From an optimization exercise on the open Yosys and OpenROAD flow, aimed at a short achievable clock period and few clock cycles; shortcuts taken in it are not production practice.
Function was checked by simulation only, so behaviour that the tests miss may differ from the original.
Power figures rest on the tool's default switching activity, not on a simulated workload.

Design rv_core_top, start of the top module:
module rv_core_top #(
    parameter int MEM_ADDR_BITS = 12
) (
    input  wire                          clk,
    input  wire                          rst_i,
    input  wire                          start_i,
    input  wire  rv_core_pkg::pc_t       start_addr_i,
    output logic [MEM_ADDR_BITS-1:0]     mem_addr_o,
    output logic                         mem_we_o,
    output rv_core_pkg::word_t           mem_wdata_o,
    input  wire  rv_core_pkg::word_t     mem_rdata_i,
    input  wire  rv_core_pkg::reg_addr_t dbg_reg_addr_i,
    input  wire                          dbg_reg_we_i,
    input  wire  rv_core_pkg::word_t     dbg_reg_wdata_i,
    output rv_core_pkg::word_t           dbg_reg_rdata_o,
    output rv_core_pkg::pc_t             peek_pc_o,
    output logic                         processor_paused_o
);
    localparam int AW    = MEM_ADDR_BITS;
    localparam int DEPTH = 6;
    localparam int CW    = 3;         
    localparam int SB    = 8;         
    localparam int SBW   = 3;
    logic          paused_q;
    logic          start;
    logic          pause_d;
    logic          running;
    logic [AW-1:0] pa_q;
    logic          pwe_q;
    rv_core_pkg::word_t pwd_q;
    logic          pf_q;         
    logic          pl_q;         
    rv_core_pkg::reg_addr_t pl_rd_q;
    logic          rf_q;
    logic          rl_q;
    rv_core_pkg::reg_addr_t rl_rd_q;
    logic [AW-1:0] fetch_pc_q;
    logic [AW-1:0] rr_pc_q;      
    rv_core_pkg::word_t q_ir [DEPTH];
    logic [CW-1:0] count_q;
    logic          ex_we_q;      
    logic          ex_ld_q;      
    logic          ex_st_q;
    rv_core_pkg::reg_addr_t ex_rd_q;
    rv_core_pkg::word_t ex_a_q;
    rv_core_pkg::word_t ex_b_q;
    rv_core_pkg::word_t add_a_q;      
    rv_core_pkg::word_t add_b_q;      
    logic [4:0]         shamt_q;      
    rv_core_pkg::word_t ex_s_q;
    logic          ex_sub_q;
    logic          ex_arith_q;
    logic [7:0]    ex_sel_q;
    rv_core_pkg::word_t ex_a, ex_b, ex_s, alu_result;
    logic          w_we_q;
    logic          w_bus_q;      
    rv_core_pkg::reg_addr_t w_rd_q;
    rv_core_pkg::word_t w_q;
    assign running = !paused_q;
  ...
Size in the first run: ~7700 cells after synthesis, about 1900 flip-flops, ~220 I/O pins.
Settings: LEC_CHECK=0, CAP_MARGIN=20, CORE_MARGIN=2, CORE_UTILIZATION=33, PLACE_DENSITY=0.42, SETUP_SLACK_MARGIN=5, SLEW_MARGIN=20; clock period 9.0 ns.
standard.sh (not shown) runs the stock make flow with config.mk's settings and CLKGATE_MAP_FILE= SYNTH_SCRIPT=/design/flow/synth_recipe.tcl, a recipe that flattens the netlist after the stock synthesis.
==> flow/flow/run.sh <==
#!/bin/bash
set -euo pipefail
sed -E 's/SETUP_SLACK_MARGIN=[0-9.]+/SETUP_SLACK_MARGIN=6.2/' standard.sh > standard_margin.sh
grep -q 'SETUP_SLACK_MARGIN=6.2' standard_margin.sh
bash standard_margin.sh finish > orfs_make.log 2>&1
Testbench counts at the start, summed over its fixed seeds: cycles 17,824.
Next try:
==> flow/flow/run.sh (replaced) <==
#!/bin/bash
set -euo pipefail
sed -E 's/SETUP_SLACK_MARGIN=[0-9.]+/SETUP_SLACK_MARGIN=7.0/' standard.sh > standard_margin.sh
grep -q 'SETUP_SLACK_MARGIN=7.0' standard_margin.sh
bash standard_margin.sh finish > orfs_make.log 2>&1
Settings changed: CORE_UTILIZATION 33 to 30, PLACE_DENSITY 0.42 to 0.38.
Effect: Final cell count grows by a little under a tenth; global-route usage climbs by 1.1 points; design area increases by roughly a tenth; power increases by a few percent; synthesized area stays the same; fmax shrinks by a few percent; die area grows by roughly a tenth; non-clock buffer count rose by 638; synthesized cell count is unchanged.
Next try:
==> flow/flow/run.sh (replaced) <==
#!/bin/bash
set -euo pipefail
sed -E 's/SETUP_SLACK_MARGIN=[0-9.]+/SETUP_SLACK_MARGIN=6.2/' standard.sh > standard_margin.sh
grep -q 'SETUP_SLACK_MARGIN=6.2' standard_margin.sh
bash standard_margin.sh finish > orfs_make.log 2>&1
Effect: The new run finished clean. Cell count falls by 5.2%. Global-route usage falls by 2.9 points. Register-to-register slack gets better by 40 ps.
Next try:
==> flow/flow/run.sh (replaced) <==
#!/bin/bash
set -euo pipefail
sed -E 's/SETUP_SLACK_MARGIN=[0-9.]+/SETUP_SLACK_MARGIN=5.6/' standard.sh > standard_margin.sh
grep -q 'SETUP_SLACK_MARGIN=5.6' standard_margin.sh
bash standard_margin.sh finish > orfs_make.log 2>&1
Result: Fmax drops by 3.2%. Wire length drops by 5.4%. Worst setup slack degrades by 110 ps. Clock-buffer cell count climbs by 17. Total power drops by 2.5%. Final cell count drops by 4.2%. Utilization drops by 3.7 points. Die area is unchanged. Global-route usage drops by 2.0 points. Synthesized area is unchanged. Hold slack improves by 10 ps.

## static timing again, ports no longer ideal
No port has a modelled driver above. Below, the same layouts with a new extraction and two added sets of constraints. Step 1 sets driving cells, clkbuf_16 on the clock port and buf_2 on the other inputs (assumed; they add their load-dependent delay and slew). Step 2 also shifts input and output timing later by t, the mid clock arrival at the registers, as if the neighbouring blocks saw the same clock. Three values: ideal ports, drivers, drivers and shift; two values: the first two.
| run | t, ns | setup WS [ns] | cell pins on the clock port's net |
|---|---|---|---|
| the first run | 1.019 | 5.643 / 5.606 / 4.611 | 1 |
| the second run | 1.083 | 5.564 / 5.459 / 4.395 | 1 |
| the third run | 1.038 | 5.600 / 5.394 / 4.356 | 1 |
| the fourth run | 1.050 | 5.488 / 5.488 / 4.517 | 1 |
After both steps setup and hold are still met in every run listed. The setup slack of the third run, which loses most, moves by -0.206 ns with the drivers and by -1.244 ns with both steps.
